Background: an optimization exercise with open tools, aiming at a short achievable clock period and few clock cycles per item. Do not read the settings as production practice.
At most, simulation tests tie the RTL to the original design; equivalence was not proved.
For runs 4 and 5, only the layout was checked, not whether the RTL still works.
No activity file was given, so power comes from the tool's default toggle rates.

File: design.v
package dnsr_pkg;
    localparam int ID_W    = 16;
    localparam int ADDR_W  = 32;
    localparam int PORT_W  = 16;
    localparam int TIME_W  = 32;
    localparam int AGE_W   = 16;
    localparam int LIMIT_W = 4;
    localparam int REM_W   = 4;
    localparam int unsigned AGE_SCALE_MS = 1000;
    localparam logic [AGE_W-1:0]   AGE_RESET   = 16'd60;
    localparam logic [LIMIT_W-1:0] LIMIT_RESET = 4'd5;
    localparam logic REG_AGE_SECONDS = 1'b0;
    localparam logic REG_KEEP_LIMIT  = 1'b1;
    typedef enum logic [1:0] {
        CMD_ADD   = 2'd0,
        CMD_FIND  = 2'd1,
        CMD_SWEEP = 2'd2
    } cmd_t;
    typedef enum logic [2:0] {
        STAT_ADDED      = 3'd0,
        STAT_RETRANS    = 3'd1,
        STAT_REPLY_HIT  = 3'd2,
        STAT_REPLY_MISS = 3'd3,
        STAT_SWEEP_DONE = 3'd4
    } status_t;
    typedef enum logic [1:0] {
        S_IDLE,
        S_SCAN,
        S_WRITE,
        S_DONE
    } state_t;
    typedef struct packed {
        logic [ID_W-1:0]   local_id;
        logic [ID_W-1:0]   client_id;
        logic [ADDR_W-1:0] addr;
        logic [PORT_W-1:0] port;
        logic [TIME_W-1:0] stamp;
    } entry_t;
endpackage
module dns_relay_query_id_table_unit #(
    parameter int TABLE_DEPTH = 8
) (
    input  logic        aclk,
    input  logic        aresetn,
    input  logic        s_tvalid,
    output logic        s_tready,
    input  logic [95:0] s_tdata,
    input  logic [1:0]  s_tuser,
    output logic        m_tvalid,
    input  logic        m_tready,
    output logic [71:0] m_tdata,
    output logic [2:0]  m_tuser,
    input  logic        cfg_wr_en,
    input  logic        cfg_index,
    input  logic [15:0] cfg_wdata
);
    localparam int N      = TABLE_DEPTH;
    localparam int IDX_W  = $clog2(N);
    localparam int LIM_W  = dnsr_pkg::LIMIT_W;
    localparam int RM_W   = dnsr_pkg::REM_W;
    localparam int CAP    = 6;
    localparam int OBUF_N = CAP;
    localparam int OB_W   = $clog2(OBUF_N);
    localparam int RES_W  = 3 + RM_W + 16 + 32 + 16;
    function automatic logic [IDX_W:0] therm_count(input logic [N-1:0] t);
        logic [IDX_W:0] c;
        c = '0;
        for (int n = 0; n < N; n++) begin
            if (t[n] && ((n == N - 1) || !t[n+1])) begin
                c = c | (IDX_W+1)'(n + 1);
            end
        end
        therm_count = c;
    endfunction
    function automatic logic [31:0] add32(input logic [31:0] a, input logic [31:0] b);
        logic [31:0] g, p, gg, pp, gn, pn;
        g  = a & b;
        p  = a ^ b;
        gg = g;
        pp = p;
        for (int l = 1; l < 32; l = l * 2) begin
            gn = gg;
            pn = pp;
            for (int i = l; i < 32; i++) begin
                gn[i] = gg[i] | (pp[i] & gg[i-l]);
                pn[i] = pp[i] & pp[i-l];
            end
            gg = gn;
            pp = pn;
        end
        add32 = p ^ {gg[30:0], 1'b0};
    endfunction
    function automatic logic less32(input logic [31:0] a, input logic [31:0] b);
        logic [31:0] lt, eq, ltn, eqn;
        lt = ~a & b;
        eq = ~(a ^ b);
        for (int w = 32; w > 1; w = w / 2) begin
            ltn = '0;
            eqn = '0;
            for (int i = 0; i < w / 2; i++) begin
                ltn[i] = lt[2*i+1] | (eq[2*i+1] & lt[2*i]);
                eqn[i] = eq[2*i+1] & eq[2*i];
            end
            lt = ltn;
            eq = eqn;
        end
        less32 = lt[0];
    endfunction
    localparam logic [31:0] NEG_AGE_RESET = 32'(0) - 32'(dnsr_pkg::AGE_RESET) *
                                            32'(dnsr_pkg::AGE_SCALE_MS);
    logic [31:0]  nage_s, nage_c;
    logic [N-1:0] keep_t;           
    logic [31:0]  w_na, w_a4, w_a3;
    assign w_na = ~(32'(cfg_wdata) << 10);
    assign w_a4 = 32'(cfg_wdata) << 4;
    assign w_a3 = 32'(cfg_wdata) << 3;
    always_ff @(posedge aclk) begin
        if (!aresetn) begin
            nage_s <= NEG_AGE_RESET;
            nage_c <= '0;
            for (int n = 0; n < N; n++) begin
                keep_t[n] <= LIM_W'(n) < dnsr_pkg::LIMIT_RESET;
            end
        end else if (cfg_wr_en) begin
            unique case (cfg_index)
                dnsr_pkg::REG_AGE_SECONDS: begin
                    nage_s <= w_na ^ w_a4 ^ w_a3;
                    nage_c <= {((w_na[30:0] & w_a4[30:0]) | (w_na[30:0] & w_a3[30:0]) |
                                (w_a4[30:0] & w_a3[30:0])), 1'b1};
                end
                dnsr_pkg::REG_KEEP_LIMIT: begin
                    for (int n = 0; n < N; n++) begin
                        keep_t[n] <= (LIM_W+1)'(n) < {1'b0, cfg_wdata[LIM_W-1:0]};
                    end
                end
            endcase
        end
    end
    logic           rdy_reg;
    logic [CAP-1:0] owed_t;        
    logic           in_res;
    logic           out_take;
    assign s_tready = rdy_reg;
    assign in_res   = s_tvalid && rdy_reg && (s_tuser != 2'd3);
    logic        a_vld;
    logic [1:0]  a_cmd;
    logic [15:0] a_qid;
    logic [31:0] a_addr;
    logic [15:0] a_port;
    logic [31:0] a_now;
    logic [31:0] a_cs, a_cc;      
    logic [31:0] in_now;
    assign in_now = s_tdata[95:64];
    always_ff @(posedge aclk) begin
        if (!aresetn) begin
            a_vld <= 1'b0;
        end else begin
            a_vld <= in_res;
        end
        a_cmd  <= s_tuser;
        a_qid  <= s_tdata[15:0];
        a_addr <= s_tdata[47:16];
        a_port <= s_tdata[63:48];
        a_now  <= in_now;
        a_cs   <= in_now ^ nage_s ^ nage_c;
        a_cc   <= {((in_now[30:0] & nage_s[30:0]) | (in_now[30:0] & nage_c[30:0]) |
                    (nage_s[30:0] & nage_c[30:0])), 1'b0};
    end
    logic        b_vld;
    logic [1:0]  b_cmd;
    logic [15:0] b_qid;
    logic [31:0] b_addr;
    logic [15:0] b_port;
    logic [31:0] b_now;
    logic [31:0] b_cutoff;
    always_ff @(posedge aclk) begin
        if (!aresetn) begin
            b_vld <= 1'b0;
        end else begin
            b_vld <= a_vld;
        end
        b_cmd    <= a_cmd;
        b_qid    <= a_qid;
        b_addr   <= a_addr;
        b_port   <= a_port;
        b_now    <= a_now;
        b_cutoff <= add32(a_cs, a_cc);
    end
    localparam int NP = N + 1;
    logic [15:0] t_cid   [NP];
    logic [31:0] t_addr  [NP];
    logic [15:0] t_port  [NP];
    logic [31:0] t_stamp [NP];
    logic [N-1:0] fill_t;       
    logic         p_head;       
    logic [15:0]  nid_reg;      
    logic [15:0]  nid_p1_reg;   
    logic [15:0]  nid_m1_reg;   
    logic [15-IDX_W:0] hm1_reg;   
    logic         last_add;     
    logic         last_shift;   
    logic         last_ins;     
    logic         p_we;         
    logic         sh_we;        
    logic         b_is_add;
    logic         p_head_next;
    assign b_is_add = b_vld && (b_cmd == dnsr_pkg::CMD_ADD);
    logic [NP-1:0] b_cid_m, b_lt;
    logic          b_hi0, b_hi1;
    logic [N-1:0]  b_lid_m;
    always_comb begin
        for (int e = 0; e < NP; e++) begin
            b_cid_m[e] = t_cid[e] == b_qid;
            b_lt[e]    = less32(t_stamp[e], b_cutoff);
        end
        b_hi0 = b_qid[15:IDX_W] == nid_m1_reg[15:IDX_W];
        b_hi1 = b_qid[15:IDX_W] == hm1_reg;
        for (int n = 0; n < N; n++) begin
            b_lid_m[n] = (b_qid[IDX_W-1:0] == IDX_W'(nid_m1_reg[IDX_W-1:0] - IDX_W'(n))) &&
                         ((IDX_W+1)'(n) <= {1'b0, nid_m1_reg[IDX_W-1:0]} ? b_hi0 : b_hi1);
        end
    end
    logic          c_vld;
    logic [1:0]    c_cmd;
    logic [15:0]   c_qid;
    logic [31:0]   c_addr;
    logic [15:0]   c_port;
    logic [31:0]   c_now;
    logic [NP-1:0] c_cid_m, c_lt;
    logic [N-1:0]  c_lid_m;
    logic          c_cid_f, c_lid_f, c_lt_f;
    always_ff @(posedge aclk) begin
        if (!aresetn) begin
            c_vld <= 1'b0;
        end else begin
            c_vld <= b_vld;
        end
        c_cmd   <= b_cmd;
        c_qid   <= b_qid;
        c_addr  <= b_addr;
        c_port  <= b_port;
        c_now   <= b_now;
        c_cid_m <= b_cid_m;
        c_lt    <= b_lt;
        c_lid_m <= b_lid_m;
        c_cid_f <= c_qid == b_qid;
        c_lid_f <= nid_reg == b_qid;
        c_lt_f  <= less32(c_now, b_cutoff);
    end
    logic          sel_lo, sel_hi, sel_flo, sel_fhi;
    logic [N-1:0]  cid_e, lt_e, lid_e;
    assign sel_lo  = last_add ? (last_shift && !p_head) : p_head;
    assign sel_hi  = !p_head && !(last_add && last_shift);
    assign sel_flo = last_add && last_shift && p_head;
    assign sel_fhi = last_add && !last_shift && p_head;
    function automatic logic [N-1:0] line_up(input logic [NP-1:0] m, input logic f,
                                             input logic s_lo, input logic s_hi,
                                             input logic s_flo, input logic s_fhi);
        line_up = ({N{s_lo}}  & m[N-1:0]) |
                  ({N{s_hi}}  & m[NP-1:1]) |
                  ({N{s_flo}} & {m[N-2:0], f}) |
                  ({N{s_fhi}} & {m[N-1:1], f});
    endfunction
    assign cid_e = line_up(c_cid_m, c_cid_f, sel_lo, sel_hi, sel_flo, sel_fhi);
    assign lt_e  = line_up(c_lt, c_lt_f, sel_lo, sel_hi, sel_flo, sel_fhi);
    assign lid_e = last_ins ? {c_lid_m[N-2:0], c_lid_f} : c_lid_m;
    logic          is_add, is_find, is_sweep;
    logic [N-1:0]  add_hv, find_hv, stay, kept;
    logic          add_hit, find_hit, ins;
    logic [N-1:0]  fill_next;
    logic [N-1:0]  hit_v;
    logic [NP-1:0] hit_p;
    logic [IDX_W-1:0] hit_n;
    assign is_add   = c_vld && (c_cmd == dnsr_pkg::CMD_ADD);
    assign is_find  = c_vld && (c_cmd == dnsr_pkg::CMD_FIND);
    assign is_sweep = c_vld && (c_cmd == dnsr_pkg::CMD_SWEEP);
    assign add_hv   = cid_e & fill_t;
    assign find_hv  = lid_e & fill_t;
    assign add_hit  = |add_hv;
    assign find_hit = |find_hv;
    assign ins      = is_add && !add_hit;
    assign stay = fill_t & ~lt_e & keep_t;
    always_comb begin
        kept[N-1] = stay[N-1];
        for (int n = N - 2; n >= 0; n--) begin
            kept[n] = kept[n+1] | stay[n];
        end
    end
    always_comb begin
        if (ins) begin
            fill_next = {fill_t[N-2:0], 1'b1};
        end else if (is_sweep) begin
            fill_next = kept;
        end else begin
            fill_next = fill_t;
        end
    end
    assign hit_v = (c_cmd == dnsr_pkg::CMD_FIND) ? find_hv : add_hv;
    assign hit_p = p_head ? {1'b0, hit_v} : {hit_v, 1'b0};
    always_comb begin
        hit_n = '0;
        for (int n = 0; n < N; n++) begin
            if (hit_v[n]) begin
                hit_n = hit_n | IDX_W'(n);
            end
        end
    end
    always_ff @(posedge aclk) begin
        if (!aresetn) begin
            fill_t     <= '0;
            p_head     <= 1'b0;
            nid_reg    <= '0;
            nid_p1_reg <= 16'd1;
            nid_m1_reg <= 16'hffff;
            hm1_reg    <= {(16-IDX_W){1'b1}} - 1'b1;
            last_add   <= 1'b0;
            last_shift <= 1'b0;
            last_ins   <= 1'b0;
            p_we       <= 1'b0;
            sh_we      <= 1'b0;
        end else begin
            fill_t     <= fill_next;
            last_add   <= is_add;
            last_shift <= is_add && p_head;
            last_ins   <= ins;
            p_head     <= p_head_next;
            p_we       <= b_is_add;
            sh_we      <= b_is_add && p_head_next;
            if (ins) begin
                nid_reg    <= nid_p1_reg;
                nid_p1_reg <= nid_p1_reg + 1'b1;
                nid_m1_reg <= nid_reg;
                hm1_reg    <= nid_reg[15:IDX_W] - 1'b1;
            end
        end
    end
    assign p_head_next = is_add ? !add_hit : p_head;
    always_ff @(posedge aclk) begin
        if (p_we) begin
            t_cid[0]   <= c_qid;
            t_addr[0]  <= c_addr;
            t_port[0]  <= c_port;
            t_stamp[0] <= c_now;
        end
        if (sh_we) begin
            for (int e = 1; e < NP; e++) begin
                t_cid[e]   <= t_cid[e-1];
                t_addr[e]  <= t_addr[e-1];
                t_port[e]  <= t_port[e-1];
                t_stamp[e] <= t_stamp[e-1];
            end
        end
    end
    logic            d_vld;
    logic [2:0]      d_status;
    logic            d_find_hit;
    logic [NP-1:0]   d_hit_p;
    logic [12:0]     d_id_hi, d_id_hi_m1;
    logic [IDX_W-1:0] d_id_lo;
    logic [IDX_W-1:0] d_id_sub;
    logic [N-1:0]    d_rm_a, d_rm_b;
    always_ff @(posedge aclk) begin
        if (!aresetn) begin
            d_vld <= 1'b0;
        end else begin
            d_vld <= c_vld;
        end
        d_find_hit <= is_find && find_hit;
        d_hit_p    <= is_find ? hit_p : '0;
        d_id_sub   <= '0;
        d_rm_a     <= '0;
        d_rm_b     <= '0;
        if (!is_add) begin
            d_id_hi    <= '0;
            d_id_hi_m1 <= '0;
            d_id_lo    <= '0;
        end else if (!add_hit) begin
            d_id_hi    <= nid_reg[15:IDX_W];
            d_id_hi_m1 <= nid_reg[15:IDX_W];
            d_id_lo    <= nid_reg[IDX_W-1:0];
        end else begin
            d_id_hi    <= nid_m1_reg[15:IDX_W];
            d_id_hi_m1 <= hm1_reg;
            d_id_lo    <= nid_m1_reg[IDX_W-1:0];
        end
        if (is_add) begin
            if (add_hit) begin
                d_status <= dnsr_pkg::STAT_RETRANS;
                d_id_sub <= hit_n;
            end else begin
                d_status <= dnsr_pkg::STAT_ADDED;
                d_rm_a   <= N'(fill_t[N-1]);
            end
        end else if (is_find) begin
            d_status <= find_hit ? dnsr_pkg::STAT_REPLY_HIT : dnsr_pkg::STAT_REPLY_MISS;
        end else begin
            d_status <= dnsr_pkg::STAT_SWEEP_DONE;
            d_rm_a   <= fill_t;
            d_rm_b   <= kept;
        end
    end
    logic [15:0]     r_cid, r_port, r_id;
    logic [31:0]     r_addr;
    logic [IDX_W:0]  r_lo;
    logic [RM_W-1:0] r_rm;
    logic [RES_W-1:0] d_res;
    always_comb begin
        r_cid  = '0;
        r_addr = '0;
        r_port = '0;
        for (int e = 0; e < NP; e++) begin
            r_cid  = r_cid  | (t_cid[e]  & {16{d_hit_p[e]}});
            r_addr = r_addr | (t_addr[e] & {32{d_hit_p[e]}});
            r_port = r_port | (t_port[e] & {16{d_hit_p[e]}});
        end
        r_lo = {1'b0, d_id_lo} - {1'b0, d_id_sub};
        if (d_find_hit) begin
            r_id = r_cid;
        end else begin
            r_id = {r_lo[IDX_W] ? d_id_hi_m1 : d_id_hi, r_lo[IDX_W-1:0]};
        end
        r_rm = RM_W'(therm_count(d_rm_a)) - RM_W'(therm_count(d_rm_b));
    end
    assign d_res = {d_status, r_rm, r_port, r_addr, r_id};
    logic [RES_W-1:0] ob_mem [OBUF_N];
    logic [OB_W-1:0]  ob_rd, ob_wr, ob_shown;
    logic             ob_any;
    logic [OBUF_N-1:0] ob_t;        
    logic             out_vld;
    logic [RES_W-1:0] out_res, out_new;
    logic             out_load, out_next;
    function automatic logic [OB_W-1:0] ob_inc(input logic [OB_W-1:0] p);
        ob_inc = (p == OB_W'(OBUF_N - 1)) ? '0 : p + 1'b1;
    endfunction
    assign ob_any   = ob_t[0];
    assign out_take = out_vld && m_tready;
    assign out_load = !out_vld || m_tready;
    assign out_next = out_load && (ob_any || d_vld);
    assign out_new  = ob_any ? ob_mem[ob_rd] : d_res;
    always_ff @(posedge aclk) begin
        if (!aresetn) begin
            out_vld <= 1'b0;
            ob_rd   <= '0;
            ob_wr   <= '0;
            ob_shown <= '0;
            ob_t    <= '0;
        end else begin
            if (out_load) begin
                out_vld <= ob_any || d_vld;
            end
            if (out_next) begin
                ob_rd    <= ob_inc(ob_rd);
                ob_shown <= ob_rd;
            end
            if (d_vld) begin
                ob_wr <= ob_inc(ob_wr);
            end
            if (d_vld && !out_next) begin
                ob_t <= {ob_t[OBUF_N-2:0], 1'b1};
            end else if (out_next && !d_vld && ob_any) begin
                ob_t <= {1'b0, ob_t[OBUF_N-1:1]};
            end
        end
    end
    always_ff @(posedge aclk) begin
        out_res <= out_load ? out_new : ob_mem[ob_shown];
        if (d_vld) begin
            ob_mem[ob_wr] <= d_res;
        end
    end
    logic [CAP-1:0] owed_next;
    always_comb begin
        if (in_res && !out_take) begin
            owed_next = {owed_t[CAP-2:0], 1'b1};
        end else if (out_take && !in_res) begin
            owed_next = {1'b0, owed_t[CAP-1:1]};
        end else begin
            owed_next = owed_t;
        end
    end
    always_ff @(posedge aclk) begin
        if (!aresetn) begin
            owed_t  <= '0;
            rdy_reg <= 1'b1;
        end else begin
            owed_t  <= owed_next;
            rdy_reg <= !owed_next[CAP-1];
        end
    end
    assign m_tvalid = out_vld;
    assign m_tuser  = out_res[RES_W-1 -: 3];
    assign m_tdata  = {4'b0, out_res[RES_W-4:0]};
endmodule
File: run.sh
#!/bin/bash
# synth_recipe.tcl (not shown) runs the flow's synth.tcl, then flattens the netlist and writes it again
# the make line also repeats each setting of config.mk as NAME=value (left out here)
make -C /OpenROAD-flow-scripts/flow DESIGN_CONFIG=/design/flow/config.mk WORK_HOME=/design/flow/orfs CLKGATE_MAP_FILE= SYNTH_SCRIPT=/design/flow/synth_recipe.tcl finish
File: config.mk
export PLATFORM = sky130hd
export DESIGN_NAME = dns_relay_query_id_table_unit
export DESIGN_NICKNAME = dns_relay_query_id_table_unit
export VERILOG_FILES = /design/flow/design.v
export SDC_FILE = /design/flow/constraint.sdc
export NUM_CORES = 4
export LEC_CHECK = 0
export ABC_CLOCK_PERIOD_IN_PS = 2500
export CAP_MARGIN = 20
export CORE_MARGIN = 2
export CORE_UTILIZATION = 55
export CTS_CLUSTER_DIAMETER = 60
export CTS_CLUSTER_SIZE = 25
export SETUP_SLACK_MARGIN = 4.8
export SLEW_MARGIN = 20
File: constraint.sdc
create_clock -name core_clock -period 7.5 [get_ports {aclk}]
set_input_delay 1.5000 -clock core_clock [delete_from_list [all_inputs] [get_ports {aclk}]]
set_output_delay 1.5000 -clock core_clock [all_outputs]
set_load 0.01 [all_outputs]
==> summary.txt, run 1 <==
Place
  – # port buffers: 192
  – DPL Wire Length: 124,000 microns
  – Total placed cells including tap cells: 7,616
  – Placer Congestion: 0.8479

Layout
  – Largest Register: ob_mem
  – Syn-to-layout area delta: 12.40%
  – Biggest regs: ob_mem (426), t_addr (288), t_stamp (288)
  – Fin nets: 6,405
  – Final cell count without fillers: 7,914
  – Layout cells sized above 1: 0.1268
  – Final design utilization: 0.6228
  – Flip-flop count of the largest register after layout: 426

Route
  – Wire length per cell: approximately 25 microns
  – Via count: between 40,000 and 50,000
  – Number of routed nets with antenna violations: 0
  – DR vias/cell: 6.009
  – First DRT Iteration DRCs: 4,850
  – Drt pass-1 iters: 6
  – DR DRC count: 0
  – WL final: slightly below 200,000 microns

Worst setup path
  – Worst Setup SP: out_res[67]
  – Arrival time worst endpoint: 1350 ps
  – Flop-to-flop setup slack: ~4900 ps
  – CP Depth: 1
  – CP delay by family, top: flip-flops
  – CP Capture Point: m_tdata[67]
  – Slowest stage cell, crit path: dfxtp_4
  – CP Max Fanout: 1
  – Crit-path cells: buf_6
  – R2R Path Start: p_head
  – Worst Setup End Kind: output port
  – Worst EP required: 6000 ps
  – Crit start category: flop
  – Reg-to-Reg End: nid_p1_reg[8]
  – Kind of critical path: flop to output port
  – Slowest cell delay on critical path: 430 ps
  – R2R cell count: 10
  – Buf+Inv Stages, Crit Path: 1

GRT
  – First-pass GRT wire length: just under 300,000 microns
  – Overall routing resource usage: 0.2599
  – Vias in the first global route: 47,170
  – GR Overflow Total: 0
  – Antenna violations before repair: 1
  – Largest net degree at the start of global routing: 199

Job
  – Maxcap violations: 0

Die
  – Die area: 149,700 sq um
  – Initial cell density of the core: 0.5541
  – Boundary pin count: 197
  – Die span in y: 386.9 microns
  – Chip width: ~390 microns
  – Placeable core area: 145,600 sq um
  – Rows: 140

Logic synthesis
  – Gate count of the mapped netlist: about 5,700
  – Share of flip-flops with an asynchronous set or reset: 0
  – Cell variety after synth: 70
  – Yosys top cell by area: edfxtp_1
  – Sequential area share after synthesis: 0.6546
  – Synth warn: 7
  – Mapped Area: between 80,000 and 90,000 sq um
  – Most frequent cell after synthesis: edfxtp_1
  – List of most frequent post-synthesis cells: 1,290 x edfxtp_1, 702 x dfxtp_1, 386 x inv_1
  – Synth top area share: 0.4803
  – Post-synth EDFFs: 1,290
  – Primary FF master, synth: edfxtp_1
  – Syn_area_per_cell: approximately 14 sq um
  – Largest cells by area after synthesis: edfxtp_1 48%, dfxtp_1 17%, ha_1 5.9%, mux4_2 4.0%, mux2i_1 2.9%
  – Yosys reg bits: 1,992

CTS
  – Htree depth: 4
  – TritonCTS buffer count: around 140
  – Clock tree buffer depth: 3
  – Skew-Pair Late Insertion Delay: ~800 ps
  – Clock transition at path regs: 90 ps
  – Hold buffers post-CTS: 0
  – Root Buffer Master: clkbuf_16
  – Clock sinks: 1,992
  – CTS tree: yes

STA
  – Final hold vios: 0
  – Worst-Margin Slew: about 1100 ps
  – Clock skew: around 43 ps
  – Minimum clock period: 2853 ps
  – Minimum hold slack: 316.3 ps
  – Setup TNS Final: 0 ps
  – RSZ-0062 raised after global routing: yes
  – Final slew viol count: 0
  – Period utilization: 0.3804
  – # setup viols final: 0
  – Max Freq: approximately 0.35 GHz
  – Rel. slew slack: 0.2525

Pwr
  – Max rail drop VDD: 234.1 uV
  – Clock Power Share: 0.365
  – P_int: 16,890 uW
  – Switching share of power: 0.2501
  – Net switching power: between 5000 and 6000 uW
  – Leakage power: 0.03258 uW
  – Comb pwr share: 0.094
  – Seq pwr share: 0.542
  – Power density over the cells: 248.4 nW/um^2

Status
  – Status: complete, no violations

Hold path
  – Worst min-delay path category: flop to flop
## layer usage
layer  vias to the layer above  GRT usage  routed length (microns)
met2                      1547     0.4090                    91010
li1                      21880          -                        -
met5                         -          0                        0
met1                     23890     0.3801                    88610
met3                       236    0.03680                    12640
met4                         0    0.07173                     4747
## repair_timing
action | 4_1_cts | 5_1_grt
gates cloned | 3 | 5
gates resized for setup | 528 | 81
buffers inserted | 16 | 7
setup endpoints to repair | 652 | 655
pin swaps | 11 | 10
## power groups by stage
| stage | Combinational (uW) | Clock [uW] | Sequential (uW) |
|---|---|---|---|
| 6_report | 2110 | 8210 | 12200 |
| 5_1_grt | 2420 | 8810 | 12300 |
| 4_1_cts | 2100 | 8390 | 12200 |
| 3_5_place_dp | 2050 | 0 | 12500 |
| 3_3_place_gp | 2000 | 0 | 12500 |
| 2_1_floorplan | 1450 | 0 | 12200 |
## worst min path at each step
stage / start / end / slack [ps] / cells past startpoint
2_1_floorplan: a_addr[0] / b_addr[0] / 310 / 0
3_3_place_gp: a_qid[5] / b_qid[5] / 310 / 0
3_5_place_dp: b_now[29] / c_now[29] / 310 / 0
4_1_cts: a_now[8] / b_now[8] / 310 / 0
5_1_grt: a_now[8] / b_now[8] / 320 / 0
6_report: a_now[8] / b_now[8] / 320 / 0
## cell type report
| type | count | area (sq um) |
|---|---|---|
| diodes | 1 | 2.502 |
| clock buffers | 174 | 4024 |
| clock inverters | 92 | 943.4 |
| fillers | 10950 | 54910 |
| inverters | 388 | 1465 |
| multi-input cells | 3058 | 25770 |
| flip-flops and latches | 1992 | 53020 |
| well taps | 1917 | 2399 |
| repair buffers | 292 | 3030 |
## cells by family after synthesis
| group | synth area share |
|---|---|
| and+or+nand+nor | 0.05177 |
| adders and majority gates | 0.06631 |
| AOI/OAI and AO/OA | 0.09584 |
| xor gates and xnor gates | 0.02889 |
| DFF | 0.6546 |
| muxes | 0.07004 |
| other | 0.00004650 |
| buffers and inverters | 0.03255 |
## cell usage in the layout, fill, tap and decap left out, drive strengths merged, types with 8 or more instances in the layout
master / instances
edfxtp: 1290
dfxtp: 702
inv: 432
ha: 381
nor2: 258
xnor2: 237
mux2i: 231
nand2: 226
a21oi: 224
clkbuf: 179
buf: 170
o21ai: 166
a211oi: 165
mux4: 142
a22oi: 128
a21o: 120
nand3: 118
clkdlybuf4s50: 117
nand4: 104
o211ai: 73
a222oi: 65
a221o: 51
nor3: 43
clkinv: 39
nor4: 33
xor2: 29
fa: 29
o21a: 20
nand2b: 20
a31oi: 16
and3: 15
a22o: 15
and2: 14
mux2: 12
nor2b: 12
and3b: 9
a221oi: 9
nor3b: 8
## metrics by stage
step / total power [uW] / instance area, sq um / worst slack (ps)
after global routing: 23490 / 90650 / 4605
final: 22520 / 90650 / 4647
after detailed placement: 14520 / 84580 / 3346
after global placement: 14470 / 84580 / 3420
after CTS: 22710 / 90140 / 4610
after floorplan: 13690 / 80770 / 1532
Testbench counts, summed over its fixed seeds: cycles 2,440, items 2,400.
==> run 2: changes to the inputs <==
--- a/config.mk
+++ b/config.mk
@@ -8,7 +8,7 @@
 export ABC_CLOCK_PERIOD_IN_PS = 2500
 export CAP_MARGIN = 20
 export CORE_MARGIN = 2
-export CORE_UTILIZATION = 55
+export CORE_UTILIZATION = 65
 export CTS_CLUSTER_DIAMETER = 60
 export CTS_CLUSTER_SIZE = 25
 export SETUP_SLACK_MARGIN = 4.8
==> summary.txt, run 2 <==
Layout
  – Syn-to-layout area delta: 11.88%
  – Layout cells sized above 1: 0.1269
  – Largest Register: ob_mem
  – Most frequent cells in the layout: 1,290 x edfxtp_1, 602 x dfxtp_1, 382 x inv_1
  – Most common cell after layout, fill and taps aside: edfxtp_1
  – Biggest regs: ob_mem (426), t_addr (288), t_stamp (288)
  – Fin nets: 6,387
  – Flip-flop count of the largest register after layout: 426
  – Fillers: 7,950

Logic synthesis
  – Gate count of the mapped netlist: 5,729
  – Cell variety after synth: 70
  – Mapped Area: 80,650 sq um
  – Synth warn: 7
  – Yosys top cell by area: edfxtp_1
  – Sequential area share after synthesis: 0.6546
  – Primary FF master, synth: edfxtp_1
  – Yosys reg bits: ~2,000
  – List of most frequent post-synthesis cells: 1,290 x edfxtp_1, 702 x dfxtp_1, 386 x inv_1
  – Post-synth EDFFs: 1,290
  – Synth top area share: 0.4803
  – Share of flip-flops with an asynchronous set or reset: 0
  – Largest cells by area after synthesis: edfxtp_1 48%, dfxtp_1 17%, ha_1 5.9%, mux4_2 4.0%, mux2i_1 2.9%
  – Syn_area_per_cell: around 14 sq um
  – Most frequent cell after synthesis: edfxtp_1

Place
  – # port buffers: about 190
  – Dpl ws: 3698 ps
  – DPL Wire Length: 117,700 microns
  – Placer Congestion: 0.8850

STA
  – Rel. slew slack: 0.2363
  – RSZ-0062 raised after global routing: yes
  – Final hold vios: 0
  – Setup TNS Final: 0 ps
  – Final slew viol count: 0
  – Clock skew: 35.31 ps
  – Max Freq: 0.3540 GHz
  – Period utilization: 0.3767
  – Worst-Margin Slew: roughly 1100 ps
  – # setup viols final: 0
  – Minimum clock period: 2825 ps
  – Min setup slack post-route: approximately 4700 ps

CTS
  – Hold buffers post-CTS: 0
  – Clock tree buffer depth: 3
  – Root Buffer Master: clkbuf_16
  – Skew-Pair Late Insertion Delay: about 800 ps
  – Htree depth: 4
  – Clock transition at path regs: 80 ps
  – Clock sinks: 1,992
  – CTS tree: yes
  – TritonCTS buffer count: 138

Die
  – Chip width: 356.2 microns
  – Die span in y: 356.2 microns
  – Boundary pin count: 197
  – Rows: 129
  – Die area: 126,900 sq um
  – Placeable core area: 123,500 sq um
  – Initial cell density of the core: 0.6532

Hold path
  – Worst min-delay path category: flop to flop

Pwr
  – Switching share of power: 0.2500
  – P_int: between 15,000 and 20,000 uW
  – Seq pwr share: 0.546
  – Comb pwr share: 0.097
  – Net switching power: between 5000 and 6000 uW
  – Leakage power: 0.03252 uW
  – Clock Power Share: 0.357
  – Power density over the cells: 247.9 nW/um^2
  – Max rail drop VDD: 263.2 uV

Worst setup path
  – CP Max Fanout: 1
  – Slowest cell delay on critical path: 430 ps
  – Worst EP required: 6000 ps
  – Crit-path cells: buf_6
  – Buf+Inv Stages, Crit Path: 1
  – CP delay by family, top: flip-flops
  – Arrival time worst endpoint: 1330 ps
  – Crit start category: flop
  – Worst Setup End Kind: output port
  – Kind of critical path: flop to output port
  – Slowest stage cell, crit path: dfxtp_4

GRT
  – GR Overflow Total: 0
  – Largest net degree at the start of global routing: 177
  – Overall routing resource usage: 0.2962
  – Vias in the first global route: 47,410
  – First-pass GRT wire length: roughly 280,000 microns
  – Antenna violations before repair: 2

Route
  – Wire length per cell: about 25 microns
  – WL final: 188,400 microns
  – First DRT Iteration DRCs: 5,958
  – Drt pass-1 iters: 9
  – DR vias/cell: between 6 and 7
  – DR DRC count: 0
  – Number of routed nets with antenna violations: 0
  – Via count: 48,220

Job
  – Maxcap violations: 0

Status
  – Status: complete, no violations
==> run 2: power groups by stage <==
| stage | sequential [uW] | combinational (uW) | clock [uW] |
|---|---|---|---|
| 2_1_floorplan | 12200 | 1450 | 0 |
| 3_3_place_gp | 12400 | 1970 | 0 |
| 3_5_place_dp | 12500 | 2050 | 0 |
| 4_1_cts | 12200 | 2120 | 8130 |
| 5_1_grt | 12300 | 2450 | 8520 |
| 6_report | 12200 | 2160 | 7990 |
==> run 2: logic make-up (layout without fill, tap and decap cells) <==
group,count (synthesis),count (layout),share of synthesized area
simple gates,878,881,0.05177
fa+ha+maj,410,410,0.06631
compound gates,1112,1112,0.09584
mux,385,385,0.07004
flops,1992,1992,0.6546
buf+inv,685,915,0.03255
other cells,1,6,0.00004650
xor+xnor,266,266,0.02889
==> run 2: worst paths after layout <==
| path | slack (ps) | from | depth (start not counted) | end |
|---|---|---|---|---|
| setup / recovery | 4670 | out_res[8] | 1 | m_tdata[8] |
| hold / removal | 320 | b_now[26] | 0 | c_now[26] |
| setup reg to reg | 4800 | t_stamp[2][1] | 10 | c_lt[2] |
| hold reg to reg | 320 | b_now[26] | 0 | c_now[26] |
==> run 2: timing repair <==
action | 4_1_cts | 5_1_grt
gates cloned | 5 | 4
resized for setup | 517 | 94
buffers inserted | 12 | 13
hold endpoints to repair | 0 | 0
endpoints found under the setup margin | 678 | 389
pin swaps | 15 | 26
==> run 2: routing by layer <==
layer  track usage  part of all wire
met1        0.4419              0.44
met2        0.4480              0.45
met3       0.06409             0.095
met4       0.07443             0.022
met5             0                 0
==> run 2: metrics by stage <==
stage          utilization  hold slack [ps]  power (uW)  area [sq um]  cells
6_report            0.7307            317.5       22370         90230   7604
5_1_grt             0.7307            317.2       23230         90220   7602
2_1_floorplan            -            309.6       13690         80770   5732
4_1_cts             0.7259            320.6       22460         89640   7585
3_3_place_gp        0.6812            309.6       14420         84110   7319
3_5_place_dp        0.6813            312.1       14510         84120   7320
==> run 2: area by class of cell <==
cell class	instances	area, sq um	share of cell area
antenna	2	5.005	0.00005547
clock buffer	164	3804	0.04216
clock inverter	84	994.7	0.01102
inverter	388	1463	0.01621
multi-input combinational	3058	25980	0.2880
sequential	1992	53000	0.5874
tap	1637	2048	0.02270
timing repair buffer	279	2932	0.03249
==> run 3: changes to the inputs <==
--- a/design.v
+++ b/design.v
@@ -423,7 +423,10 @@
     end
     assign d_res = {d_status, r_rm, r_port, r_addr, r_id};
     logic [RES_W-1:0] ob_mem [OBUF_N];
-    logic [OB_W-1:0]  ob_rd, ob_wr, ob_shown;
+    logic [OB_W-1:0]  ob_rd, ob_shown;
+    logic [OBUF_N-1:0] ob_wr_oh;    
+    logic [OBUF_N-1:0] ob_we;       
+    logic [OBUF_N-1:0] ob_wr_oh_next;
     logic             ob_any;
     logic [OBUF_N-1:0] ob_t;        
     logic             out_vld;
@@ -433,6 +436,7 @@
         ob_inc = (p == OB_W'(OBUF_N - 1)) ? '0 : p + 1'b1;
     endfunction
     assign ob_any   = ob_t[0];
+    assign ob_wr_oh_next = d_vld ? {ob_wr_oh[OBUF_N-2:0], ob_wr_oh[OBUF_N-1]} : ob_wr_oh;
     assign out_take = out_vld && m_tready;
     assign out_load = !out_vld || m_tready;
     assign out_next = out_load && (ob_any || d_vld);
@@ -441,7 +445,8 @@
         if (!aresetn) begin
             out_vld <= 1'b0;
             ob_rd   <= '0;
-            ob_wr   <= '0;
+            ob_wr_oh <= OBUF_N'(1);
+            ob_we    <= '0;
             ob_shown <= '0;
             ob_t    <= '0;
         end else begin
@@ -452,9 +457,8 @@
                 ob_rd    <= ob_inc(ob_rd);
                 ob_shown <= ob_rd;
             end
-            if (d_vld) begin
-                ob_wr <= ob_inc(ob_wr);
-            end
+            ob_wr_oh <= ob_wr_oh_next;
+            ob_we    <= c_vld ? ob_wr_oh_next : '0;
             if (d_vld && !out_next) begin
                 ob_t <= {ob_t[OBUF_N-2:0], 1'b1};
             end else if (out_next && !d_vld && ob_any) begin
@@ -464,8 +468,10 @@
     end
     always_ff @(posedge aclk) begin
         out_res <= out_load ? out_new : ob_mem[ob_shown];
-        if (d_vld) begin
-            ob_mem[ob_wr] <= d_res;
+        for (int i = 0; i < OBUF_N; i++) begin
+            if (ob_we[i]) begin
+                ob_mem[i] <= d_res;
+            end
         end
     end
     logic [CAP-1:0] owed_next;
--- a/config.mk
+++ b/config.mk
@@ -11,5 +11,5 @@
 export CORE_UTILIZATION = 65
 export CTS_CLUSTER_DIAMETER = 60
 export CTS_CLUSTER_SIZE = 25
-export SETUP_SLACK_MARGIN = 4.8
+export SETUP_SLACK_MARGIN = 5
 export SLEW_MARGIN = 20
==> summary.txt, run 3 <==
Worst setup path
  – Reg-to-Reg End: fill_t[6]
  – CP Max Fanout: 1
  – Crit start category: flop
  – Crit-path cells: buf_6
  – CP Depth: 1
  – CP delay by family, top: flip-flops
  – Kind of critical path: flop to output port
  – Slowest stage cell, crit path: dfxtp_4
  – Slowest cell delay on critical path: ~420 ps
  – Buf+Inv Stages, Crit Path: 1
  – Worst EP required: 6000 ps
  – R2R cell count: 10
  – Worst Setup End Kind: output port
  – Flop-to-flop setup slack: 4720 ps
  – Worst Setup SP: out_res[29]
  – CP Capture Point: m_tdata[29]
  – Arrival time worst endpoint: 1320 ps
  – R2R Path Start: last_add

STA
  – # setup viols final: 0
  – Final slew viol count: 0
  – Clock skew: 28.07 ps
  – Setup TNS Final: 0 ps
  – Minimum clock period: about 2800 ps
  – Worst-Margin Slew: around 1200 ps
  – Rel. slew slack: 0.1898
  – RSZ-0062 raised after global routing: yes
  – Period utilization: 0.3759
  – Min setup slack post-route: 4681 ps
  – Final hold vios: 0
  – Minimum hold slack: 315.0 ps
  – Max Freq: 0.3548 GHz

Logic synthesis
  – Share of flip-flops with an asynchronous set or reset: 0
  – Post-synth EDFFs: approximately 1,300
  – Synth top area share: 0.4796
  – Largest cells by area after synthesis: edfxtp_1 48%, dfxtp_1 17%, ha_1 5.9%, xnor2_1 2.4%, a21oi_1 2.2%
  – Yosys reg bits: 1,995
  – Sequential area share after synthesis: 0.6543
  – Syn_area_per_cell: ~13 sq um
  – List of most frequent post-synthesis cells: 1,290 x edfxtp_1, 705 x dfxtp_1, 387 x inv_1
  – Yosys top cell by area: edfxtp_1
  – Most frequent cell after synthesis: edfxtp_1
  – Mapped Area: 80,770 sq um
  – Gate count of the mapped netlist: 6,198
  – Synth warn: 8
  – Cell variety after synth: 64
  – Primary FF master, synth: edfxtp_1

Die
  – Rows: approximately 130
  – Die span in y: 356.5 microns
  – Die area: 127,100 sq um
  – Chip width: ~360 microns
  – Initial cell density of the core: 0.6542
  – Placeable core area: 123,500 sq um
  – Boundary pin count: 197

CTS
  – Skew-Pair Late Insertion Delay: 790 ps
  – TritonCTS buffer count: around 140
  – Clock sinks: 1,995
  – Root Buffer Master: clkbuf_16
  – Clock tree buffer depth: 3
  – Clock transition at path regs: 90 ps
  – Hold buffers post-CTS: 0
  – CTS tree: yes
  – Htree depth: 4

Hold path
  – Worst min-delay path category: flop to flop

Layout
  – Fin nets: 6,903
  – Syn-to-layout area delta: 14.21%
  – Largest Register: ob_mem
  – Biggest regs: ob_mem (426), t_addr (288), t_stamp (288)
  – Flip-flop count of the largest register after layout: 426
  – Final design utilization: 0.7472
  – Layout cells sized above 1: 0.1469
  – Final cell count without fillers: between 8,000 and 9,000
  – Most common cell after layout, fill and taps aside: edfxtp_1
  – Fillers: 7,858
  – Most frequent cells in the layout: 1,290 x edfxtp_1, 580 x dfxtp_1, 382 x inv_1

Route
  – WL final: just over 200,000 microns
  – Via count: 53,000
  – DR vias/cell: 6.528
  – First DRT Iteration DRCs: 7,496
  – Number of routed nets with antenna violations: 0
  – Drt pass-1 iters: 9
  – Wire length per cell: 25.53 microns
  – DR DRC count: 0

Place
  – Total placed cells including tap cells: 7,761
  – # port buffers: 192
  – Placer Congestion: 0.9096
  – Dpl ws: 3722 ps
  – DPL Wire Length: 124,300 microns

GRT
  – GR Overflow Total: 0
  – First-pass GRT wire length: 306,800 microns
  – Antenna violations before repair: 7
  – Largest net degree at the start of global routing: ~200
  – Vias in the first global route: between 50,000 and 60,000
  – Overall routing resource usage: 0.3190

Status
  – Status: complete, no violations

Pwr
  – Power density over the cells: 243.7 nW/um^2
  – Max rail drop VDD: around 250 uV
  – Leakage power: 0.03321 uW

Job
  – Maxcap violations: 0
run 3: cell count changes in the layout (fill, tap and decap cells not counted), moves of 53 or more:
cell,delta
a211oi_1,-113
mux4_2,-141
a21oi_2,+53
a221oi_1,+93
a22o_1,+68
a21oi_1,+80
mux2i_1,-81
o21ai_0,+128
nand2_1,+71
run 3: worst min path at each step:
stage               start          to  slack (ps)  cells after the start
2_1_floorplan   a_addr[0]   b_addr[0]         310                      0
3_3_place_gp     b_now[2]    c_now[2]         310                      0
3_5_place_dp   a_addr[25]  b_addr[25]         310                      0
4_1_cts        b_addr[22]  c_addr[22]         320                      0
5_1_grt         a_now[18]   b_now[18]         320                      0
6_report       b_addr[22]  c_addr[22]         310                      0
run 3: layer usage:
metal	part of all wire	wire length, microns	track usage
met5	0.000072	15	0
met4	0.025	5212	0.09772
met3	0.11	22520	0.07136
met2	0.44	90240	0.4671
met1	0.43	89270	0.4789
run 3: report_power, final:
group          leakage [uW]  switching (uW)  internal (uW)
Sequential           0.0173             425          11800
Clock               0.00231            4070           3900
Combinational        0.0136            1200           1080
run 3: logic make-up after synthesis:
group,Yosys count,synth area share
flip-flops,1995,0.6543
AO/OA/AOI/OAI,1592,0.1323
AND/OR/NAND/NOR,1002,0.05792
buffers and inverters,731,0.03447
adder cells (fa/ha/maj),411,0.06636
XOR/XNOR,264,0.02863
multiplexers,202,0.02596
other,1,0.00004643
run 3: metrics by stage:
| stage | instance area [sq um] | total power [uW] |
|---|---|---|
| 3_3_place_gp | 84180 | 14370 |
| 5_1_grt | 92250 | 23310 |
| 6_report | 92250 | 22480 |
| 2_1_floorplan | 80890 | 13680 |
| 4_1_cts | 90720 | 22420 |
| 3_5_place_dp | 84200 | 14450 |
run 3: area by class of cell:
type / count / area, sq um / share of cell area
clock buffers: 161 / 3727 / 0.04040
multi-input cells: 3485 / 26860 / 0.2912
diodes: 2 / 5.005 / 0.00005425
clock inverters: 85 / 1017 / 0.01103
repair buffers: 363 / 3971 / 0.04305
inverters: 391 / 1481 / 0.01606
flip-flops and latches: 1995 / 53140 / 0.5760
well taps: 1637 / 2048 / 0.02220
run 3: timing repair:
| action | CTS | global route |
|---|---|---|
| pin swaps | 86 | 94 |
| resized for setup | 680 | 291 |
| endpoints found under the hold margin | 0 | 0 |
| setup endpoints to repair | 464 | 532 |
| setup buffers | 50 | 39 |
| gates cloned | 17 | 4 |
Testbench counts of run 3, summed over its fixed seeds: cycles 2,440, items 2,400.
==> run 4: changes to the inputs <==
--- a/design.v
+++ b/design.v
@@ -58,7 +58,7 @@
     localparam int IDX_W  = $clog2(N);
     localparam int LIM_W  = dnsr_pkg::LIMIT_W;
     localparam int RM_W   = dnsr_pkg::REM_W;
-    localparam int CAP    = 6;
+    localparam int CAP    = 5;
     localparam int OBUF_N = CAP;
     localparam int OB_W   = $clog2(OBUF_N);
     localparam int RES_W  = 3 + RM_W + 16 + 32 + 16;
@@ -142,30 +142,6 @@
     logic           out_take;
     assign s_tready = rdy_reg;
     assign in_res   = s_tvalid && rdy_reg && (s_tuser != 2'd3);
-    logic        a_vld;
-    logic [1:0]  a_cmd;
-    logic [15:0] a_qid;
-    logic [31:0] a_addr;
-    logic [15:0] a_port;
-    logic [31:0] a_now;
-    logic [31:0] a_cs, a_cc;      
-    logic [31:0] in_now;
-    assign in_now = s_tdata[95:64];
-    always_ff @(posedge aclk) begin
-        if (!aresetn) begin
-            a_vld <= 1'b0;
-        end else begin
-            a_vld <= in_res;
-        end
-        a_cmd  <= s_tuser;
-        a_qid  <= s_tdata[15:0];
-        a_addr <= s_tdata[47:16];
-        a_port <= s_tdata[63:48];
-        a_now  <= in_now;
-        a_cs   <= in_now ^ nage_s ^ nage_c;
-        a_cc   <= {((in_now[30:0] & nage_s[30:0]) | (in_now[30:0] & nage_c[30:0]) |
-                    (nage_s[30:0] & nage_c[30:0])), 1'b0};
-    end
     logic        b_vld;
     logic [1:0]  b_cmd;
     logic [15:0] b_qid;
@@ -173,18 +149,23 @@
     logic [15:0] b_port;
     logic [31:0] b_now;
     logic [31:0] b_cutoff;
+    logic [31:0] in_now, in_cs, in_cc;
+    assign in_now = s_tdata[95:64];
+    assign in_cs  = in_now ^ nage_s ^ nage_c;
+    assign in_cc  = {((in_now[30:0] & nage_s[30:0]) | (in_now[30:0] & nage_c[30:0]) |
+                      (nage_s[30:0] & nage_c[30:0])), 1'b0};
     always_ff @(posedge aclk) begin
         if (!aresetn) begin
             b_vld <= 1'b0;
         end else begin
-            b_vld <= a_vld;
+            b_vld <= in_res;
         end
-        b_cmd    <= a_cmd;
-        b_qid    <= a_qid;
-        b_addr   <= a_addr;
-        b_port   <= a_port;
-        b_now    <= a_now;
-        b_cutoff <= add32(a_cs, a_cc);
+        b_cmd    <= s_tuser;
+        b_qid    <= s_tdata[15:0];
+        b_addr   <= s_tdata[47:16];
+        b_port   <= s_tdata[63:48];
+        b_now    <= in_now;
+        b_cutoff <= add32(in_cs, in_cc);
     end
     localparam int NP = N + 1;
     logic [15:0] t_cid   [NP];
@@ -423,10 +404,7 @@
     end
     assign d_res = {d_status, r_rm, r_port, r_addr, r_id};
     logic [RES_W-1:0] ob_mem [OBUF_N];
-    logic [OB_W-1:0]  ob_rd, ob_shown;
-    logic [OBUF_N-1:0] ob_wr_oh;    
-    logic [OBUF_N-1:0] ob_we;       
-    logic [OBUF_N-1:0] ob_wr_oh_next;
+    logic [OB_W-1:0]  ob_rd, ob_wr, ob_shown;
     logic             ob_any;
     logic [OBUF_N-1:0] ob_t;        
     logic             out_vld;
@@ -436,7 +414,6 @@
         ob_inc = (p == OB_W'(OBUF_N - 1)) ? '0 : p + 1'b1;
     endfunction
     assign ob_any   = ob_t[0];
-    assign ob_wr_oh_next = d_vld ? {ob_wr_oh[OBUF_N-2:0], ob_wr_oh[OBUF_N-1]} : ob_wr_oh;
     assign out_take = out_vld && m_tready;
     assign out_load = !out_vld || m_tready;
     assign out_next = out_load && (ob_any || d_vld);
@@ -445,8 +422,7 @@
         if (!aresetn) begin
             out_vld <= 1'b0;
             ob_rd   <= '0;
-            ob_wr_oh <= OBUF_N'(1);
-            ob_we    <= '0;
+            ob_wr   <= '0;
             ob_shown <= '0;
             ob_t    <= '0;
         end else begin
@@ -457,8 +433,9 @@
                 ob_rd    <= ob_inc(ob_rd);
                 ob_shown <= ob_rd;
             end
-            ob_wr_oh <= ob_wr_oh_next;
-            ob_we    <= c_vld ? ob_wr_oh_next : '0;
+            if (d_vld) begin
+                ob_wr <= ob_inc(ob_wr);
+            end
             if (d_vld && !out_next) begin
                 ob_t <= {ob_t[OBUF_N-2:0], 1'b1};
             end else if (out_next && !d_vld && ob_any) begin
@@ -468,10 +445,8 @@
     end
     always_ff @(posedge aclk) begin
         out_res <= out_load ? out_new : ob_mem[ob_shown];
-        for (int i = 0; i < OBUF_N; i++) begin
-            if (ob_we[i]) begin
-                ob_mem[i] <= d_res;
-            end
+        if (d_vld) begin
+            ob_mem[ob_wr] <= d_res;
         end
     end
     logic [CAP-1:0] owed_next;
--- a/config.mk
+++ b/config.mk
@@ -8,8 +8,8 @@
 export ABC_CLOCK_PERIOD_IN_PS = 2500
 export CAP_MARGIN = 20
 export CORE_MARGIN = 2
-export CORE_UTILIZATION = 65
+export CORE_UTILIZATION = 55
 export CTS_CLUSTER_DIAMETER = 60
 export CTS_CLUSTER_SIZE = 25
-export SETUP_SLACK_MARGIN = 5
+export SETUP_SLACK_MARGIN = 4.8
 export SLEW_MARGIN = 20
==> summary.txt, run 4 <==
Pwr
  – Power density over the cells: about 250 nW/um^2
  – Max rail drop VDD: 217.5 uV
  – Total power draw: 21,340 uW
  – Leakage power: roughly 0.031 uW

GRT
  – Largest net degree at the start of global routing: around 180
  – GR Overflow Total: 0
  – First-pass GRT wire length: 276,400 microns
  – Antenna violations before repair: 7
  – Vias in the first global route: about 43,000
  – Overall routing resource usage: 0.2691

Worst setup path
  – Worst Setup SP: s_tdata[76]
  – Buf+Inv Stages, Crit Path: 1
  – Crit start category: primary input
  – Crit-path cells: buf_8 -> fa_1 -> ha_4 -> a221oi_4 -> o211ai_1 -> a2111oi_4 -> nor2_4 -> a21oi_4 -> a21oi_2 -> a221oi_2 -> xnor2_1
  – CP delay by family, top: compound AO/OA/AOI/OAI gates
  – R2R Path Start: b_cutoff[31]
  – Slowest stage cell, crit path: fa_1
  – Arrival time worst endpoint: 4110 ps
  – Kind of critical path: primary input to flop
  – Slowest cell delay on critical path: approximately 550 ps
  – Worst EP required: ~8000 ps
  – Worst Setup End Kind: flop
  – CP Max Fanout: 6

Die
  – Boundary pin count: 197
  – Placeable core area: about 130,000 sq um
  – Chip width: 371 microns
  – Rows: ~130
  – Initial cell density of the core: 0.5544
  – Die span in y: 371 microns
  – Die area: 137,600 sq um

CTS
  – Clock transition at path regs: 80 ps
  – CTS tree: yes
  – Hold buffers post-CTS: 0
  – Htree depth: 4
  – Clock tree buffer depth: 3
  – Root Buffer Master: clkbuf_16
  – TritonCTS buffer count: roughly 140
  – Clock sinks: 1,762
  – Skew-Pair Late Insertion Delay: ~770 ps

Logic synthesis
  – Synth top area share: 0.4941
  – Share of flip-flops with an asynchronous set or reset: 0
  – Cell variety after synth: 70
  – Synth warn: 7
  – Largest cells by area after synthesis: edfxtp_1 49%, dfxtp_1 15%, ha_1 6.5%, mux4_2 4.3%, mux2i_1 2.9%
  – Syn_area_per_cell: 13.99 sq um
  – Yosys reg bits: 1,762
  – Post-synth EDFFs: 1,219
  – List of most frequent post-synthesis cells: 1,219 x edfxtp_1, 543 x dfxtp_1, 396 x inv_1
  – Mapped Area: 74,080 sq um
  – Yosys top cell by area: edfxtp_1
  – Sequential area share after synthesis: 0.6409
  – Most frequent cell after synthesis: edfxtp_1
  – Gate count of the mapped netlist: 5,295
  – Primary FF master, synth: edfxtp_1

Route
  – First DRT Iteration DRCs: roughly 5,100
  – Via count: approximately 45,000
  – DR vias/cell: 6.051
  – Drt pass-1 iters: 7
  – DR DRC count: 0
  – Wire length per cell: 25.18 microns
  – Number of routed nets with antenna violations: 0
  – WL final: 187,100 microns

Layout
  – Most frequent cells in the layout: 1,219 x edfxtp_1, 444 x dfxtp_1, 390 x inv_1
  – Flip-flop count of the largest register after layout: 355
  – Biggest regs: ob_mem (355), t_addr (288), t_stamp (288)
  – Layout cells sized above 1: 0.1630
  – Syn-to-layout area delta: 15.16%
  – Most common cell after layout, fill and taps aside: edfxtp_1
  – Largest Register: ob_mem
  – Fin nets: 6,076

STA
  – Period utilization: 0.4566
  – Minimum clock period: 3424 ps
  – Rel. slew slack: 0.3038
  – Min setup slack post-route: 4076 ps
  – RSZ-0062 raised after global routing: yes
  – Worst-Margin Slew: 1043 ps
  – Minimum hold slack: 313.5 ps
  – # setup viols final: 0
  – Final hold vios: 0
  – Max Freq: 0.2920 GHz
  – Clock skew: 33.32 ps
  – Final slew viol count: 0
  – Setup TNS Final: 0 ps

Place
  – # port buffers: around 190
  – DPL Wire Length: 118,500 microns
  – Dpl ws: between 2000 and 2500 ps
  – Placer Congestion: 0.8904

Status
  – Status: complete, no violations

Hold path
  – Worst min-delay path category: flop to flop
  – Hold_sp: b_now[15]

Job
  – Maxcap violations: 0
run 4: cell count changes in the layout (fill, tap and decap cells not counted), sizes merged, moves of 85 or more:
cell   before  now
dfxtp     705  543
a21oi     362  182
o21ai     324  188
mux4        1  142
nor2      242  157
nand2     344  257
run 4: cell type report:
| class | count | area, sq um |
|---|---|---|
| Fill cell | 9966 | 48320 |
| Sequential cell | 1762 | 47680 |
| Multi-Input combinational cell | 2879 | 25330 |
| Clock buffer | 162 | 3826 |
| Timing Repair Buffer | 365 | 3620 |
| Tap cell | 1768 | 2212 |
| Inverter | 396 | 1494 |
| Clock inverter | 91 | 1136 |
| Antenna cell | 5 | 12.51 |
run 4: worst reg2reg max path, cell delays in order (launching register included):
cell and delay, ps:
dfxtp_1 720, ha_1 270, nand4_1 130, or4_1 690, or3_1 500, nor2_1 460, nor4_1 120, buf_4 190
o41ai_1 90
run 4: final timing paths:
path | cells past startpoint | to | slack [ps]
worst max-delay path | 11 | b_cutoff[31] | 4080
worst min-delay path | 0 | c_now[15] | 310
worst max register to register | 8 | c_lt[1] | 4200
worst min register to register | 0 | c_now[15] | 310
run 4: cells by family after synthesis:
family,after synthesis,synth area share
simple gates,841,0.05574
other cells,1,0.00005062
xor+xnor,260,0.03074
flops,1762,0.6409
buf+inv,662,0.03398
mux,364,0.07334
fa+ha+maj,411,0.07226
compound gates,994,0.09303
run 4: where the power goes:
part / switching [uW] / internal [uW] / leakage (uW)
logic: 1450 / 1200 / 0.0131
registers: 273 / 10500 / 0.0159
clock network: 3730 / 4230 / 0.00239
run 4: metal layers:
metal / track usage / routed length [microns] / vias up
li1: - / - / 20480
met3: 0.05019 / 15000 / 194
met1: 0.4264 / 89390 / 22650
met2: 0.3887 / 80100 / 1620
met4: 0.05053 / 2573 / 0
met5: 0 / 0 / -
run 4: repair_timing:
item | in CTS | in global routing
setup endpoints to repair | 644 | 353
pin swaps | 90 | 61
gates resized for setup | 639 | 143
gates cloned | 7 | 4
setup buffers | 49 | 35
endpoints found under the hold margin | 0 | 0
run 4: metrics by stage:
step	instance area, sq um	std cells	utilization
5_1_grt	85300	7423	0.6383
6_report	85310	7428	0.6384
3_3_place_gp	78080	7073	0.5843
2_1_floorplan	74300	5298	-
3_5_place_dp	78080	7073	0.5844
4_1_cts	84330	7382	0.6311
==> run 5: changes to the inputs <==
--- a/config.mk
+++ b/config.mk
@@ -8,8 +8,9 @@
 export ABC_CLOCK_PERIOD_IN_PS = 2500
 export CAP_MARGIN = 20
 export CORE_MARGIN = 2
-export CORE_UTILIZATION = 55
-export CTS_CLUSTER_DIAMETER = 60
-export CTS_CLUSTER_SIZE = 25
-export SETUP_SLACK_MARGIN = 4.8
+export CORE_UTILIZATION = 65
+export CTS_CLUSTER_DIAMETER = 50
+export CTS_CLUSTER_SIZE = 30
+export PLACE_DENSITY_LB_ADDON = 0.1
+export SETUP_SLACK_MARGIN = 5
 export SLEW_MARGIN = 20
==> summary.txt, run 5 <==
STA
  – Period utilization: 0.4580
  – Minimum hold slack: 315.9 ps
  – Setup TNS Final: 0 ps
  – Final slew viol count: 0
  – Minimum clock period: 3435 ps
  – Rel. slew slack: 0.1775
  – Clock skew: 37.61 ps
  – # setup viols final: 0
  – Max Freq: 0.2911 GHz
  – Final hold vios: 0
  – Worst-Margin Slew: 1234 ps
  – RSZ-0062 raised after global routing: yes

Logic synthesis
  – Post-synth EDFFs: 1,219
  – Most frequent cell after synthesis: edfxtp_1
  – Yosys reg bits: 1,762
  – Sequential area share after synthesis: 0.6409
  – Synth warn: 7
  – Share of flip-flops with an asynchronous set or reset: 0
  – Synth top area share: 0.4941
  – Cell variety after synth: 70
  – Yosys top cell by area: edfxtp_1
  – Primary FF master, synth: edfxtp_1
  – Mapped Area: between 70,000 and 80,000 sq um
  – Largest cells by area after synthesis: edfxtp_1 49%, dfxtp_1 15%, ha_1 6.5%, mux4_2 4.3%, mux2i_1 2.9%
  – Gate count of the mapped netlist: 5,295
  – List of most frequent post-synthesis cells: 1,219 x edfxtp_1, 543 x dfxtp_1, 396 x inv_1
  – Syn_area_per_cell: 13.99 sq um

Pwr
  – Clock Power Share: 0.372
  – Seq pwr share: 0.499
  – Power density over the cells: 251.6 nW/um^2
  – P_int: 16,080 uW
  – Leakage power: 0.03174 uW
  – Switching share of power: 0.2563
  – Net switching power: 5543 uW
  – Max rail drop VDD: 230.8 uV
  – Comb pwr share: 0.129

GRT
  – Vias in the first global route: between 40,000 and 50,000
  – Busiest grt layer: met2
  – Antenna violations before repair: 4
  – Met1 Usage GRT: 0.4620
  – Met3 Use GR: 0.06478
  – First-pass GRT wire length: approximately 280,000 microns
  – Largest net degree at the start of global routing: 214
  – GR Overflow Total: 0
  – Overall routing resource usage: 0.3126
  – Grt met2 use: 0.4767

Die
  – Rows: 123
  – Placeable core area: 112,800 sq um
  – Initial cell density of the core: 0.6567
  – Boundary pin count: between 150 and 200
  – Die span in y: 341.6 microns
  – Chip width: 341.6 microns
  – Die area: 116,700 sq um

Route
  – DR DRC count: 0
  – First DRT Iteration DRCs: 5,871
  – DR vias/cell: about 6.5
  – Drt pass-1 iters: 8
  – Number of routed nets with antenna violations: 0
  – Wire length per cell: 25.70 microns
  – Via count: 46,420
  – WL final: approximately 180,000 microns

CTS
  – TritonCTS buffer count: 143
  – Htree depth: 4
  – Hold buffers post-CTS: 0
  – Root Buffer Master: clkbuf_16
  – Clock transition at path regs: 70 ps
  – Clock tree buffer depth: 3
  – CTS tree: yes
  – Skew-Pair Late Insertion Delay: slightly below 800 ps
  – Clock sinks: 1,762

Worst setup path
  – Worst EP required: 8180 ps
  – CP Max Fanout: 6
  – Crit start category: primary input
  – Worst Setup End Kind: flop
  – Kind of critical path: primary input to flop
  – Arrival time worst endpoint: between 4000 and 5000 ps

Layout
  – Most common cell after layout, fill and taps aside: edfxtp_1
  – Most frequent cells in the layout: 1,219 x edfxtp_1, 435 x dfxtp_1, 387 x inv_1
  – Ant diodes: 0
  – Biggest regs: ob_mem (355), t_addr (288), t_stamp (288)
  – Syn-to-layout area delta: 16.02%
  – Flip-flop count of the largest register after layout: 355
  – Layout cells sized above 1: 0.1831
  – Largest Register: ob_mem
  – Fin nets: 6,100

Place
  – # port buffers: 192
  – Placer Congestion: 0.9572
  – DPL Wire Length: ~110,000 microns

Hold path
  – Worst min-delay path category: flop to flop

Status
  – Status: complete, no violations

Job
  – Maxcap violations: 0
run 5: cell count changes in the layout (fill, tap and decap cells not counted), moves of 12 or more:
| cell | before | now |
|---|---|---|
| buf_6 | 88 | 109 |
| o21ai_0 | 164 | 150 |
| a21oi_1 | 154 | 141 |
| clkbuf_1 | 7 | 20 |
| ha_4 | 22 | 34 |
run 5: area by class of cell:
type	count	area [sq um]
fill	6605	26860
sequential	1762	47690
timing repair buffer	387	3894
clock inverter	90	1129
clock buffer	176	3934
tap	1500	1877
inverter	396	1503
multi-input combinational	2879	25920
run 5: stage by stage:
step                      std cells  worst slack, ps  cell area [sq um]  utilization  total power [uW]
after floorplan                5298             1532              74300            -             12340
after global placement         6787             2583              77620       0.6881             13090
after detailed placement       6788             2543              77630       0.6882             13190
after CTS                      7132             4143              84590       0.7499             21440
after global routing           7190             4021              85950       0.7619             22380
final                          7190             4065              85950       0.7619             21630
run 5: critical path, cell delays in order:
cell	delay [ps]
buf_6	100
fa_1	540
ha_4	230
a221oi_4	260
o211ai_1	220
buf_4	190
a31oi_2	150
nor2_2	100
a21oi_4	260
buf_4	170
o21ai_2	70
a21oi_2	170
xnor2_1	140
run 5: cell families (layout without fill, tap and decap cells):
logic type               Yosys count  in the layout  synth area share
flip-flops                      1762           1762            0.6409
AO/OA/AOI/OAI                    994            994           0.09303
AND/OR/NAND/NOR                  841            846           0.05574
buffers and inverters            662           1049           0.03398
adder cells (fa/ha/maj)          411            411           0.07226
multiplexers                     364            364           0.07334
XOR/XNOR                         260            260           0.03074
other                              1              4        0.00005062
run 5: per-layer routing:
metal,up-vias,part of all wire
met1,23230,0.42
met2,2353,0.45
met5,-,0.00012
met4,4,0.024
li1,20530,-
met3,302,0.10
run 5: power by group through the flow:
| stage | Clock, uW | Sequential, uW | Combinational [uW] |
|---|---|---|---|
| detailed placement | 0 | 11000 | 2190 |
| global placement | 0 | 11000 | 2100 |
| global route | 8500 | 10800 | 3070 |
| floorplan | 0 | 10900 | 1450 |
| finish | 8050 | 10800 | 2790 |
| CTS | 8140 | 10800 | 2530 |
run 5: timing repair:
action,4_1_cts,5_1_grt
cloned,9,3
gates resized for setup,751,189
setup buffers,69,54
endpoints found under the setup margin,496,549
pin swaps,113,99
run 5: path summary, 6_finish.rpt:
path / startpoint / depth (start not counted) / slack (ps) / to
worst min register to register: b_now[4] / 0 / 320 / c_now[4]
worst min-delay path: b_now[4] / 0 / 320 / c_now[4]
worst max-delay path: s_tdata[78] / 13 / 4060 / b_cutoff[23]
worst max register to register: nage_c[14] / 12 / 4460 / b_cutoff[23]

separate check: timing with driven ports:
How much do the figures lean on ideal ports? The routed layouts below were timed once more, with nothing changed but the port constraints. Step 1: set_driving_cell puts a clkbuf_16 on aclk and a buf_2 on each other input, an assumption about the parent block. Step 2 times the ports against the registers' clock, not the clock port: input delays grow and output delays shrink by t, the midpoint of the rising clock arrivals with the driver on. a / b / c = no drivers / after step 1 / after step 2; a / b = the first two.
| run | t, ns | setup WS [ns] | worst hold slack (ns) | worst setup path at the end | cell pins on the clock port's net |
|---|---|---|---|---|---|
| run 1 | 0.865 | 4.647 / 4.564 / 4.121 | 0.316 / 0.316 / 0.316 | input to register | 1 |
| run 2 | 0.849 | 4.675 / 4.596 / 4.098 | 0.318 / 0.318 / 0.318 | input to register | 1 |
| run 3 | 0.859 | 4.681 / 4.598 / 4.254 | 0.315 / 0.315 / 0.315 | input to register | 1 |
| run 4 | 0.836 | 4.076 / 4.119 / 3.283 | 0.313 / 0.313 / 0.313 | input to register | 1 |
| run 5 | 0.843 | 4.065 / 4.107 / 3.264 | 0.316 / 0.316 / 0.316 | input to register | 1 |
After both steps setup and hold are still met in every run listed. For run 5, which loses most, drivers alone change the setup slack by +0.042 ns; drivers and shift together by -0.801 ns.
